Source: an optimization exercise on an open RTL-to-GDS flow (aim: small area, a short achievable clock period and few clock cycles per item). Production flows keep margins and buffers that such runs may drop.
At most, simulation tests tie the RTL to the original design; equivalence was not proved.
Function not checked in run 2: the RTL went through the layout flow alone.
Power and IR drop assume default switching activity.

==> flow/design.v (outline; a module is shown in full before it is edited, if it fits) <==
// module conv2d_window_ctr: 5 lines
// module conv2d_engine: 3815 lines
// module conv2d_fa: 10 lines
// module conv2d_ha: 9 lines
module conv2d_engine #(
  parameter int IMG       = 7,
  parameter int KER       = 3,
  parameter int STRIDE    = 1,
  parameter int CH        = 2,
  parameter int WIDTH_BIT = 8,
  parameter int SHIFT     = 8,
  parameter int OUT       = (IMG - KER) / STRIDE + 1,
  parameter int RC_W      = $clog2(OUT) + 1
) (
  input  logic                            clock,
  input  logic                            nreset,
  input  logic                            start,
  input  logic [CH*IMG*IMG*WIDTH_BIT-1:0] inp_matrix,
  input  logic [CH*KER*KER*WIDTH_BIT-1:0] kernel,
  output logic                            busy,
  output logic                            done,
  output logic                            pix_valid,
  output logic [RC_W-1:0]                 pix_row,
  output logic [RC_W-1:0]                 pix_col,
  output logic [WIDTH_BIT-1:0]            pix_data,
  output logic [OUT*OUT*WIDTH_BIT-1:0]    out_matrix
);
  // ...
==> flow/run.sh <==
#!/bin/bash
# synth_recipe.tcl (not shown) runs the flow's synth.tcl, then flattens the netlist and writes it again
# the make line also repeats each setting of config.mk as NAME=value (left out here)
make -C /OpenROAD-flow-scripts/flow DESIGN_CONFIG=/design/flow/config.mk WORK_HOME=/design/flow/orfs CLKGATE_MAP_FILE= SYNTH_SCRIPT=/design/flow/synth_recipe.tcl finish
==> flow/config.mk <==
export PLATFORM = sky130hd
export DESIGN_NAME = conv2d_engine
export DESIGN_NICKNAME = conv2d_engine
export VERILOG_FILES = /design/flow/design.v
export SDC_FILE = /design/flow/constraint.sdc
export NUM_CORES = 4
export LEC_CHECK = 0
export CAP_MARGIN = 20
export CORE_MARGIN = 2
export CORE_UTILIZATION = 30
export SLEW_MARGIN = 20
export SYNTH_HIERARCHICAL = 1
export SYNTH_MINIMUM_KEEP_SIZE = 0
==> flow/constraint.sdc <==
create_clock -name core_clock -period 12.0 [get_ports {clock}]
set_input_delay 2.4000 -clock core_clock [delete_from_list [all_inputs] [get_ports {clock}]]
set_output_delay 2.4000 -clock core_clock [all_outputs]
set_load 0.01 [all_outputs]
==> results.json, run 1 <==
{
  "synth_nets": 7023,
  "h-tree-depth": 3,
  "reg2reg_depth": 7,
  "regMostFlops": "cut0",
  "antenna_found_initial": 171,
  "layout_commonest_cell": "clkdlybuf4s50_1",
  "drc_errors": 0,
  "cts_made_buffers": 99,
  "die_h_microns": 443,
  "nonClkBufAreaFrac_pct": 16.0,
  "p_seq_share_pct": 25.6,
  "largest_reg_flops": 206,
  "status": "timing/DRC/antenna clean",
  "finalSetupViolCount": 0,
  "dieArea_sq_um": 197000,
  "areaGrowthSynthToFinish_pct": 28.5,
  "drt-vias-per-instance": 5.88,
  "seq_cells": 832,
  "synth_compound_area_share_pct": 19.7,
  "cp.depth": 1,
  "max_slew_margin_pct": 17.3,
  "ys.flop_type": "dfxtp_1",
  "clock_buffers": 138,
  "clkSlewWorstSetupHoldPaths_ns": 0.06,
  "grtUsageMet3_pct": 8.29,
  "whs_endpoint": "vld[2]",
  "whs_ns": 0.335,
  "cap_violations": 0,
  "nMultiInputCombCells": 3929,
  "synth_edf_count": 0,
  "cts_root_buf": "clkbuf_16",
  "dp_slack_ns": 7.17
}
Testbench counts, summed over its fixed seeds: cycles 5,376, frames 192.
==> run 2: changes to the inputs <==
--- a/flow/design.v
+++ b/flow/design.v
@@ -22,49 +22,49 @@
   output logic                            done,
   output logic                            pix_valid,
   output logic [RC_W-1:0]                 pix_row,
   output logic [RC_W-1:0]                 pix_col,
   output logic [WIDTH_BIT-1:0]            pix_data,
   output logic [OUT*OUT*WIDTH_BIT-1:0]    out_matrix
 );
   localparam int NS = 2;    
-  logic [4:0]  rs, cs;
+  logic [24:0] pos;
   logic        running;
   logic        active, last;
   logic [NS:0] vld, lst;             
   assign active = start | running;
-  assign last   = rs[4] & cs[4];
+  assign last   = pos[24];
   always_ff @(posedge clock or negedge nreset) begin
     if (!nreset) begin
-      rs      <= 5'b00001;
-      cs      <= 5'b00001;
+      pos     <= 25'd1;
       running <= 1'b0;
     end else if (active) begin
-      cs      <= {cs[3:0], cs[4]};
-      if (cs[4]) rs <= {rs[3:0], rs[4]};
+      pos     <= {pos[23:0], pos[24]};
       running <= !last;
     end
   end
   logic [7:0] w  [18];
   logic [7:0] wd [18];
+  logic       row0;                  
   always_comb begin
+    row0 = pos[0] | pos[5] | pos[10] | pos[15] | pos[20];
     for (int ch = 0; ch < 2; ch++)
       for (int k = 0; k < 3; k++) begin
         for (int l = 0; l < 2; l++) begin
-          wd[(ch*3 + k)*3 + l] = cs[0] ? 8'd0 : w[(ch*3 + k)*3 + l + 1];
+          wd[(ch*3 + k)*3 + l] = row0 ? 8'd0 : w[(ch*3 + k)*3 + l + 1];
           for (int r = 0; r < 5; r++)
             wd[(ch*3 + k)*3 + l] = wd[(ch*3 + k)*3 + l] |
-              ({8{rs[r] & cs[0]}} & inp_matrix[((ch*7 + r + k)*7 + l)*8 +: 8]);
+              ({8{pos[5*r]}} & inp_matrix[((ch*7 + r + k)*7 + l)*8 +: 8]);
         end
         wd[(ch*3 + k)*3 + 2] = 8'd0;
         for (int r = 0; r < 5; r++)
           for (int c = 0; c < 5; c++)
             wd[(ch*3 + k)*3 + 2] = wd[(ch*3 + k)*3 + 2] |
-              ({8{rs[r] & cs[c]}} & inp_matrix[((ch*7 + r + k)*7 + c + 2)*8 +: 8]);
+              ({8{pos[5*r + c]}} & inp_matrix[((ch*7 + r + k)*7 + c + 2)*8 +: 8]);
       end
   end
   logic [3:0] k1 [18];
   logic [3:0] k2 [18];
   logic [3:0] kn [18];
   always_ff @(posedge clock) begin
     for (int m = 0; m < 18; m++) begin
       w[m] <= wd[m];
==> flow/flow/run.sh (new file) <==
#!/bin/bash
# The standard layout (standard.sh, all steps), with two changes to how it is made:
# the port buffers are buf_1 cells (buffer_ports' default is a slow delay cell; timing
# repair upsizes the ones on critical paths), and timing repair aims for 8.3 ns of setup
# slack instead of 0, so that it speeds up the paths the 12 ns clock leaves slack on.
export BUFFER_PORTS_ARGS="-buffer_cell sky130_fd_sc_hd__buf_1"
export SETUP_SLACK_MARGIN=8.3
bash standard.sh > standard.log 2>&1
==> flow/standard.sh (new file) <==
#!/bin/bash
# synth_recipe.tcl (not shown) runs the flow's synth.tcl, then flattens the netlist and writes it again
# the make line also repeats each setting of config.mk as NAME=value (left out here)
make -C /OpenROAD-flow-scripts/flow DESIGN_CONFIG=/design/flow/config.mk WORK_HOME=/design/flow/orfs CLKGATE_MAP_FILE= SYNTH_SCRIPT=/design/flow/synth_recipe.tcl "${@:-finish}"
==> flow/config.mk (replaced) <==
export PLATFORM = sky130hd
export DESIGN_NAME = conv2d_engine
export DESIGN_NICKNAME = conv2d_engine
export VERILOG_FILES = /design/flow/design.v
export SDC_FILE = /design/flow/constraint.sdc
export NUM_CORES = 4
export LEC_CHECK = 0
export CAP_MARGIN = 20
export CORE_MARGIN = 2
export CORE_UTILIZATION = 50
export SLEW_MARGIN = 20
export SYNTH_HIERARCHICAL = 1
export SYNTH_MINIMUM_KEEP_SIZE = 0
removed: flow/run.sh
==> run 2 against run 1 <==
Against the previous run:
- still clean on timing, DRC and antenna
- clock skew shrank 0.047 ns
- routed wire length rose by 0.14%
- sequential power is 4% higher
- clock power down 3%
- critical path depth did not move
- global-route usage rose by 24 points
- non-clock buffer count increased by 91
- die area is 40% lower
- synthesized cell count shrank 1.7%
==> results.json, run 2 <==
{
  "endpoint_kind": "output pin",
  "switchingPower_mw": 7.38,
  "placedCellCount": 7386,
  "fillers": 10000,
  "slew_viol_final": 0,
  "start_kind": "flop",
  "drc_errors": 0,
  "switching_share_pct": 42.9,
  "intPower_mw": 9.81,
  "grt_pass1_wl_microns": 458000,
  "synth_cell_types": 51,
  "finalSetupViolCount": 0,
  "fmax_ghz": 0.263,
  "hp-class": "reg2reg",
  "reg_top3": "cut0 (206), out_matrix (200), w (144)",
  "dieArea_sq_um": 118000,
  "synth_cells": 5263,
  "powerDensity_nw_per_um2": 255,
  "critPathRequiredTime_ns": 9.60,
  "synth_area_sq_um": 57800,
  "cp_max_fo": 3,
  "crit_chain": "buf_6",
  "fin_skew_ns": 0.0452,
  "grt_use_total_pct": 57.6,
  "crit_path_top_delay_cell": "dfrtp_2",
  "clk_latency_ns": 0.72,
  "synth-seq-cells": 847,
  "cts.sinks": 847,
  "design_area_sq_um": 67400,
  "placed_cell_area_sq_um": 62200,
  "ys_warn_count": 17,
  "yosysSeqAreaShare_pct": 31.4,
  "initialDrtViolationCount": 9980,
  "grt_max_degree": 164,
  "comb_power_share_pct": 55.6,
  "layout-drive-gt1-share_pct": 14.3,
  "layout_commonest_cell": "a22oi_1",
  "h-tree-depth": 3,
  "max_slew_margin_pct": 17.1,
  "num_vias": 55400,
  "grt-ovfl-total": 0,
  "nets": 7736,
  "gp_congestion": 1.18,
  "clk_path_buf_depth": 3,
  "synth_top_cell_area_share_pct": 23.7,
  "ios": 1150,
  "ys.flop_type": "dfxtp_1",
  "fin_tns_setup_ns": 0,
  "ant_nets": 0,
  "dp_hpwl_microns": 274000,
  "regMostFlops": "cut0",
  "port_buffers": 1149,
  "antenna_found_initial": 212,
  "largest_reg_flops": 206,
  "clkSlewWorstSetupHoldPaths_ns": 0.07,
  "start_util_pct": 50.5,
  "slowest_delay_ns": 0.52,
  "grt_pass1_vias": 52900,
  "drt-vias-per-instance": 7.06,
  "min_period_ns": 3.80,
  "die_h_microns": 344,
  "mostFrequentLayoutCells": "a22oi_1 (1033), buf_1 (978), fa_1 (678)",
  "cts_tree": "done",
  "seqCellArea_sq_um": 18400,
  "worst_slew_pin_slew_ns": 1.24,
  "final_cells": 7841,
  "cp_top_family": "flip-flops",
  "status": "timing/DRC/antenna clean",
  "cts_root_buf": "clkbuf_16",
  "syn_area_per_cell_sq_um": 11.0,
  "cp.arrival_ns": 1.40,
  "yosysMostFrequentCell": "a22oi_1",
  "synth_edf_count": 0,
  "finalWirelength_microns": 345000,
  "drt-wirelength-per-cell_microns": 44.0,
  "p_seq_share_pct": 26.9,
  "cap_violations": 0,
  "period_share_pct": 31.7,
  "core_sq_um": 115000,
  "cts_made_buffers": 93,
  "ir_drop_uv": 577,
  "synth_common_cells": "a22oi_1 (1033), fa_1 (683), dfxtp_1 (604), xnor2_1 (581), clkbuf_1 (536)",
  "p_leak_nw": 24.0,
  "synth_nets": 6930,
  "rsz0062_at_grt": "true",
  "finalHoldViolCount": 0,
  "synth_top_area_cell": "fa_1",
  "chipWidth_microns": 344,
  "areaGrowthSynthToFinish_pct": 16.6,
  "fp-row-count": 124,
  "yosys-top-cells-area": "fa_1 (24%), dfxtp_1 (21%), a22oi_1 (13%), dfrtp_1 (10%), xnor2_1 (8.8%)",
  "clockPowerShare_pct": 17.5,
  "multi_input_area_sq_um": 37400,
  "async_flop_share_pct": 28.7,
  "drt_pass1_iterations": 12,
  "cp_num_buf_inv": 1,
  "crit_type": "reg2out"
}
## run 2: cell types whose count changed after synthesis, sizes merged, moves of 26 or more
cell	before	now
nand2	201	291
clkbuf	507	536
a221oi	95	48
a21oi	116	12
nor2b	117	26
a222oi	48	144
a22o	97	49
nor2	96	68
nand3	176	150
## run 2: cells by family after synthesis
kind of cell | after synthesis | synth area share (%)
compound gates | 1447 | 19.1
flops | 847 | 31.4
fa+ha+maj | 736 | 24.8
xor+xnor | 712 | 10.8
simple gates | 699 | 5.70
buf+inv | 604 | 3.97
mux | 218 | 4.24
## run 2: power groups by stage
stage / sequential (mW) / clock (mW) / combinational (mW)
2_1_floorplan: 4.40 / 0 / 5.10
3_3_place_gp: 4.66 / 0 / 8.46
3_5_place_dp: 4.68 / 0 / 8.77
4_1_cts: 4.58 / 3.00 / 9.18
5_1_grt: 4.68 / 3.12 / 10.2
6_report: 4.63 / 3.01 / 9.56
## run 2: modules after synthesis (local to each module, per instance)
module	times used	cells inside	area, sq um
conv2d_ha	29	1	12.5
conv2d_fa	683	1	20.0
conv2d_engine	1	4551	43800
## run 2: per-layer routing
metal	vias up	part of all wire, %	GRT usage [%]
li1	20900	-	-
met1	27600	32	62.3
met2	5155	40	78.7
met3	1632	15	30.6
met4	62	13	57.0
met5	-	0.15	1.44
## run 2: path summary, 6_finish.rpt
path	end	slack (ns)	from	cells past startpoint
hold reg to reg	vld[2]	0.35	vld[1]	0
setup reg to reg	cut0[146]	8.21	w[8][3]	6
setup / recovery	out_matrix[97]	8.20	out_matrix[97]	1
max in group asynchronous	pos[15]	8.52	nreset	3
hold / removal	vld[2]	0.35	vld[1]	0
min in group asynchronous	out_matrix[177]	1.70	nreset	1
## run 2: area by class of cell
class | count | share of cell area (%)
flip-flops and latches | 847 | 27.3
well taps | 1512 | 2.81
repair buffers | 1294 | 8.88
diodes | 183 | 0.679
clock buffers | 136 | 4.01
inverters | 21 | 0.117
multi-input cells | 3812 | 55.5
clock inverters | 36 | 0.741
## run 2: per-stage QoR
stage          setup slack, ns  hold slack [ns]  util, %  power, mW
2_1_floorplan             8.31            0.329        -       9.50
3_3_place_gp              6.93            0.333     54.3       13.1
3_5_place_dp              6.91            0.336     54.3       13.5
4_1_cts                   8.18            0.352     58.0       16.8
5_1_grt                   8.19            0.356     58.7       18.0
6_report                  8.20            0.355     58.9       17.2
## run 2: worst register-to-register path: stages (launching register included)
cell and delay [ns]:
dfxtp_1 0.91, a22oi_1 0.26, xnor2_1 0.27, fa_1 0.50, fa_1 0.56, fa_1 0.71
fa_1 0.46
## run 2: repair_timing
| action | CTS | global route |
|---|---|---|
| pin swaps | 0 | 4 |
| endpoints found under the setup margin | 224 | 242 |
| hold buffers | 0 | 0 |
| gates resized for setup | 213 | 202 |
| buffers inserted | 71 | 26 |

[separate check: timing with driven ports]
The results above use ideal ports. As a check the final layouts listed here were re-extracted and re-timed, cells and wires unchanged.
Step 1, drivers: a clkbuf_16 drives clock and a buf_2 each remaining input, both assumed.
Step 2 adds t to the input delays and takes it off the output delays; t is the mean of the earliest and latest rising clock arrival at the registers after step 1. Input paths then give back, and output paths get back, about the clock's delay inside the block.
a / b / c = ideal ports / drivers / drivers and shift; a / b = the first two.
| run | shift t [ns] | setup slack, ns | worst register clock-pin slew, ns |
|---|---|---|---|
| run 1 | 0.838 | 7.767 / 7.662 / 7.166 | 0.07 / 0.07 |
| run 2 | 0.785 | 8.195 / 8.109 / 7.777 | 0.07 / 0.07 |
After both steps setup and hold are still met in every run listed. The setup slack of run 1, which loses most, moves by -0.105 ns with the drivers and by -0.601 ns with both steps. The worst setup slack also covers recovery checks on asynchronous resets.
